Background: an optimization exercise with open tools, aiming at small area. Do not read the settings as production practice. The RTL was checked by simulation tests, not by an equivalence proof against the original design.

$ cat constraint.sdc
create_clock -name core_clock -period 7.5 [get_ports {clk}]
set_input_delay 1.5000 -clock core_clock [delete_from_list [all_inputs] [get_ports {clk}]]
set_output_delay 1.5000 -clock core_clock [all_outputs]
set_load 0.01 [all_outputs]
$ cat run.sh
#!/bin/bash
# synth_recipe.tcl (not shown) runs the flow's synth.tcl, then flattens the netlist and writes it again
# the make line also repeats each setting of config.mk as NAME=value (left out here)
make -C /OpenROAD-flow-scripts/flow DESIGN_CONFIG=/design/flow/config.mk WORK_HOME=/design/flow/orfs CLKGATE_MAP_FILE= SYNTH_SCRIPT=/design/flow/synth_recipe.tcl finish
$ cat design.v
module mac_round_sat #(
    parameter int IW     = 48,
    parameter int OW     = 20,
    parameter int OSHIFT = 24
) (
    input  logic [IW-1:0] acc,
    output logic [OW-1:0] dout,
    output logic          ovf
);
    localparam logic [127:0]       SATP_W = (128'd1 << (OW - 1)) - 128'd1;
    localparam logic [127:0]       SATN_W = ~SATP_W + 128'd1;
    localparam logic signed [IW:0] QMAX = SATP_W[IW:0];
    localparam logic signed [IW:0] QMIN = SATN_W[IW:0] - 1'b1;
    localparam logic [OW-1:0]      SATP = SATP_W[OW-1:0];
    localparam logic [OW-1:0]      SATN = SATN_W[OW-1:0];
    localparam logic [IW:0]        HALF = (IW + 1)'(1) << (OSHIFT - 1);
    logic signed [IW:0] rnd;
    logic signed [IW:0] quo;
    logic        [IW:0] rconst;
    assign rconst = acc[IW-1] ? HALF - 1'b1 : HALF;
    assign rnd = $signed({acc[IW-1], acc}) +
                 $signed(rconst);
    assign quo = rnd >>> OSHIFT;
    assign ovf  = (quo > QMAX) || (quo < QMIN);
    assign dout = ovf ? (acc[IW-1] ? SATN : SATP) : quo[OW-1:0];
endmodule
module mac_nch_acc #(
    parameter int DW     = 18,
    parameter int CW     = 28,
    parameter int NCH    = 4,
    parameter int GUARD  = 2,
    parameter int OSHIFT = 24,
    parameter int OW     = 20
) (
    input  logic                         clk,
    input  logic                         rst,
    input  logic                         iv,
    input  logic [DW-1:0]                din,
    input  logic [CW-1:0]                cin,
    input  logic [((NCH <= 1) ? 1 : $clog2(NCH))-1:0]     ch,
    input  logic                         first,
    input  logic                         last,
    output logic [OW-1:0]                dout,
    output logic [((NCH <= 1) ? 1 : $clog2(NCH))-1:0]     och,
    output logic                         ov,
    output logic                         ovf
);
    localparam int ACC_W = DW + CW + GUARD;
    localparam int PW    = DW + CW;
    localparam int CH_W  = ((NCH <= 1) ? 1 : $clog2(NCH));
    localparam logic [CH_W:0] NCH_LIM = (CH_W + 1)'(NCH);
    logic                     accept;
    logic                     v1, f1, l1;
    logic [CH_W-1:0]          ch1;
    logic signed [DW-1:0]     d1;
    logic signed [CW-1:0]     c1;
    logic                     v2, f2, l2;
    logic [CH_W-1:0]          ch2;
    logic signed [PW-1:0]     p2;
    logic [ACC_W-1:0]         acc [NCH];
    logic                     v3;
    logic [CH_W-1:0]          ch3;
    logic                     v4;
    logic [CH_W-1:0]          ch4;
    logic [ACC_W-1:0]         sum4;
    logic [OW-1:0]            rs_dout;
    logic                     rs_ovf;
    assign accept = iv && ({1'b0, ch} < NCH_LIM);
    always_ff @(posedge clk or posedge rst) begin
        if (rst) begin
            v1  <= 1'b0;
            f1  <= 1'b0;
            l1  <= 1'b0;
            ch1 <= '0;
            d1  <= '0;
            c1  <= '0;
            v2  <= 1'b0;
            f2  <= 1'b0;
            l2  <= 1'b0;
            ch2 <= '0;
            p2  <= '0;
            v3  <= 1'b0;
            ch3 <= '0;
            v4  <= 1'b0;
            ch4 <= '0;
            sum4 <= '0;
            dout <= '0;
            och  <= '0;
            ov   <= 1'b0;
            ovf  <= 1'b0;
            for (int i = 0; i < NCH; i++) acc[i] <= '0;
        end else begin
            v1  <= accept;
            f1  <= first;
            l1  <= last;
            ch1 <= ch;
            d1  <= $signed(din);
            c1  <= $signed(cin);
            v2  <= v1;
            f2  <= f1;
            l2  <= l1;
            ch2 <= ch1;
            p2  <= PW'(d1) * PW'(c1);
            if (v2) begin
                acc[ch2] <= (f2 ? '0 : acc[ch2]) + ACC_W'(p2);
            end
            v3  <= v2 && l2;
            ch3 <= ch2;
            v4   <= v3;
            ch4  <= ch3;
            sum4 <= acc[ch3];
            ov <= v4;
            if (v4) begin
                dout <= rs_dout;
                och  <= ch4;
                ovf  <= rs_ovf;
            end
        end
    end
    mac_round_sat #(
        .IW     (ACC_W),
        .OW     (OW),
        .OSHIFT (OSHIFT)
    ) u_round_sat (
        .acc  (sum4),
        .dout (rs_dout),
        .ovf  (rs_ovf)
    );
endmodule
$ cat config.mk
export PLATFORM = sky130hd
export DESIGN_NAME = mac_nch_acc
export DESIGN_NICKNAME = mac_nch_acc
export VERILOG_FILES = /design/flow/design.v
export SDC_FILE = /design/flow/constraint.sdc
export NUM_CORES = 4
export LEC_CHECK = 0
export CAP_MARGIN = 20
export CORE_MARGIN = 2
export CORE_UTILIZATION = 40
export SLEW_MARGIN = 20
==> run summary <==
==> final cells by class <==
class | instances | area [um2] | area share (%)
Tap cell | 1176 | 1471 | 3.660
Clock buffer | 57 | 1242 | 3.091
Timing Repair Buffer | 141 | 1297 | 3.228
Inverter | 573 | 2155 | 5.360
Sequential cell | 372 | 9325 | 23.20
Clock inverter | 27 | 461.7 | 1.149
Multi-Input combinational cell | 2595 | 24240 | 60.31
==> synthesized netlist by cell type, drive strengths merged (3+ instances only) <==
cell	count	area, um2
a2111oi	7	92.59
a211o	12	105.1
a211oi	19	147.6
a21boi	6	45.04
a21o	54	405.4
a21oi	129	645.6
a221oi	5	61.31
a22o	3	26.28
a22oi	13	97.59
a31o	4	35.03
a31oi	11	68.82
and2	201	1257
and3	21	136.4
and4	3	26.28
buf	25	103.9
clkbuf	162	608.1
dfrtp	372	9309
fa	490	9809
ha	183	2290
inv	573	2151
mux2i	8	80.08
mux4	95	2140
nand2	568	2132
nand2b	23	143.9
nand3	60	300.3
nand4	25	156.4
nor2	97	364.1
nor2b	62	387.9
nor3	21	110.1
nor3b	3	22.52
o2111ai	8	70.07
o211ai	9	67.56
o21a	11	82.58
o21ai	233	1166
o21bai	18	135.1
o2bb2ai	6	52.55
o31ai	20	150.1
or2	4	25.03
or3	16	100.1
or3b	6	52.55
or4	15	112.6
xnor2	73	639.4
xor2	26	227.7
==> worst min-delay path by stage <==
stage / start / end / slack, ps / cells past startpoint
floorplan: ch1[0]$_DFF_PP0_ / ch2[0]$_DFF_PP0_ / 330 / 0
global placement: v3$_DFF_PP0_ / v4$_DFF_PP0_ / 330 / 0
detailed placement: ch1[0]$_DFF_PP0_ / ch2[0]$_DFF_PP0_ / 340 / 0
CTS: ch1[0]$_DFF_PP0_ / ch2[0]$_DFF_PP0_ / 350 / 0
global route: ch1[0]$_DFF_PP0_ / ch2[0]$_DFF_PP0_ / 350 / 0
finish: ch1[0]$_DFF_PP0_ / ch2[0]$_DFF_PP0_ / 340 / 0
==> per-stage QoR <==
step                hold slack, ps  util [%]  area, um2
floorplan                    331.2         -      36400
global placement             334.0     42.65      38440
detailed placement           335.5     42.65      38440
CTS                          347.9     44.54      40150
global route                 353.3     44.59      40200
finish                       344.8     44.59      40200
==> flip-flops by register name (all words and copies together), names as in the netlist, 18 cells and up <==
signal	flops
p2	46
dout	20
c1	28
acc	192
sum4	48
d1	18
==> layer usage <==
metal | vias to the layer above | GRT usage [%] | share of wire, % | wire (um)
li1 | 12010 | - | - | -
met1 | 12920 | 27.47 | 45 | 41120
met2 | 553 | 33.33 | 47 | 42900
met3 | 104 | 3.411 | 5.4 | 4925
met4 | 0 | 5.052 | 2.3 | 2061
met5 | - | 0 | 0 | 0
==> cells by family after synthesis <==
family          Yosys count
mux                     105
compound gates          587
fa+ha+maj               673
simple gates           1131
flops                   372
buf+inv                 760
xor+xnor                 99
==> results.yml <==
yosys:
  syn_inst: 3727
  postSynthNetCount: 4453
  netlist-cell-type-count: 77
  synth_sequential_area_ratio_pct: 25.58
  synthXorXnorAreaFrac_pct: 2.383
  yosys.area_share.simple_pct: 14.79
  main_combinational_cell_family_by_area_after_synthesis: "adder cells"
  synth_area_mm2: 0.03639
  synth-edff-count: 0
  yosys-mux-area-fraction_pct: 6.161
  synthArstFlopShare_pct: 100.0
  syn_area_per_cell_um2: 9.765
  synthFlopType: "sky130_fd_sc_hd__dfrtp_1"
  post_synth_fa_ha_maj_area_fraction_pct: 33.25
  synth-compound-area-share_pct: 9.980
  ys_seq_elements: 372
  yosysWarnings: 2
timing:
  final_layout_setup_total_negative_slack_ps: 0
  min_period_over_period_pct: 94.71
  grt_setup_unrepaired: "no"
  timing.clock.skew_ps: 32.58
  final_hold_violating_endpoints: 0
  finalWorstPathRequiredPeriod_ps: 7103
  report.final.setup_viol: 0
  max_slew.worst_pin.slew_ps: 1164
  worst_slack_ps: 396.6
  achievable-frequency_mhz: 140.8
  slew_viol_final: 0
  slew_headroom_pct: 22.09
critical_path:
  timing.critical_path.depth: 18
  r2r_slack_ps: 400
  slowest_delay_ps: 970
  critical_path.reg2reg.endpoint: "p2[43]$_DFF_PP0_"
  timing.critical_path.cells: "and2_1, fa_1, fa_1, fa_1, fa_1, fa_1, inv_1, fa_1, inv_1, ha_1, nand3_1, or4_1, o32ai_1, o211ai_1, a31oi_1, a2111oi_1, nor3_1, xor2_1"
  crit_path_end_kind: "flop"
  critPathBufInv: 2
  critical_path_arrival_ps: 7640
  reg2regPathDepth: 18
  critPathTopFamily: "adder cells"
  startpoint_of_the_worst_register_to_register_path: "d1[15]$_DFF_PP0_"
  critPathSlowestCell: "sky130_fd_sc_hd__dfrtp_1"
  worst-endpoint-required_ps: 8030
  cp_common_cell: "sky130_fd_sc_hd__fa_1"
  destination_of_the_critical_timing_path: "p2[43]$_DFF_PP0_"
  timing.critical_path.from: "d1[15]$_DFF_PP0_"
  cp_max_fo: 24
  crit_path_start_kind: "flop"
  criticalPathCategory: "flop to flop"
final_layout:
  final_layout_size_suffix_gt1_share_pct: 7.278
  mostFrequentLayoutCells: "sky130_fd_sc_hd__inv_1, sky130_fd_sc_hd__nand2_1, sky130_fd_sc_hd__fa_1, sky130_fd_sc_hd__dfrtp_1, sky130_fd_sc_hd__o21ai_0"
  diodes: 0
  layout.cells.most_common: "sky130_fd_sc_hd__inv_1"
  area.growth.synth_to_final_pct: 10.45
  final.fill_count: 8539
  fin_cells: 4941
  total_nets_final: 4455
grt:
  globalRoute.totalOverflow: 0
  initial_antenna_violation_count: 1
  grt_first_pass_wirelength_mm: 149.4
  first_global_vias: 27140
  groute.usage.overall_pct: 20.11
  grt_start_max_net_pins: 178
cts:
  tritoncts: "built"
  path_clk_slew_ps: 60
  cts.htree.levels: 2
  cts-resized-gates: 0
  cts_hold_buf: 0
  clk_sinks: 372
  clock_root_buffer_master: "sky130_fd_sc_hd__clkbuf_16"
  worstSkewPairLatency_ps: 610
  total_setup_buffers_inserted_after_cts: 0
  clockBufferDepth: 3
  cts_buffers: 46
place:
  numPortBuffers: 76
  post-place-ws_ps: 386.6
  place.gp.congestion: 0.8489
  dp.cells: 4855
  detailed_place_hpwl_mm: 69.45
drt:
  vias: 25590
  finalWirelength_mm: 91.00
  route.antenna.remaining_nets: 0
  drt_iter0_markers: 1726
  wire_per_inst_um: 18.42
  first_pass_iters: 7
  via_per_inst: 5.179
  drc: 0
floorplan:
  die_w_um: 305.6
  die_area_mm2: 0.09341
  initial_core_utilization_pct: 40.37
  core-area_mm2: 0.09015
  die_h_um: 305.6
  top_level_ports: 77
  rows: 110
job:
  count_of_maximum_capacitance_violations: 0
status:
  status: "no timing/DRC/antenna violations"
worst_hold_path:
  hp-class: "flop to flop"

[port drivers added, routing unchanged]
The results above use ideal ports. As a check the final layout listed here was re-extracted and re-timed, cells and wires unchanged. Step 1 (the two cells are an assumption about what drives the block):
set clk [get_ports {clk}]
set_driving_cell -lib_cell sky130_fd_sc_hd__clkbuf_16 $clk
set_driving_cell -lib_cell sky130_fd_sc_hd__buf_2 [delete_from_list [all_inputs] $clk]
Step 2 also shifts input and output timing later by t, the mid clock arrival at the registers, as if the neighbouring blocks saw the same clock. Three values: ideal ports, drivers, drivers and shift; two values: the first two.
shift t [ns]: 0.664
setup WS [ns]: 0.397 / 0.397 / 0.397
latest minus earliest clock arrival (ns): 0.032 / 0.032
After both steps this run still meets setup and hold. For this run, drivers alone change the setup slack by 0.000 ns; drivers and shift together by 0.000 ns.
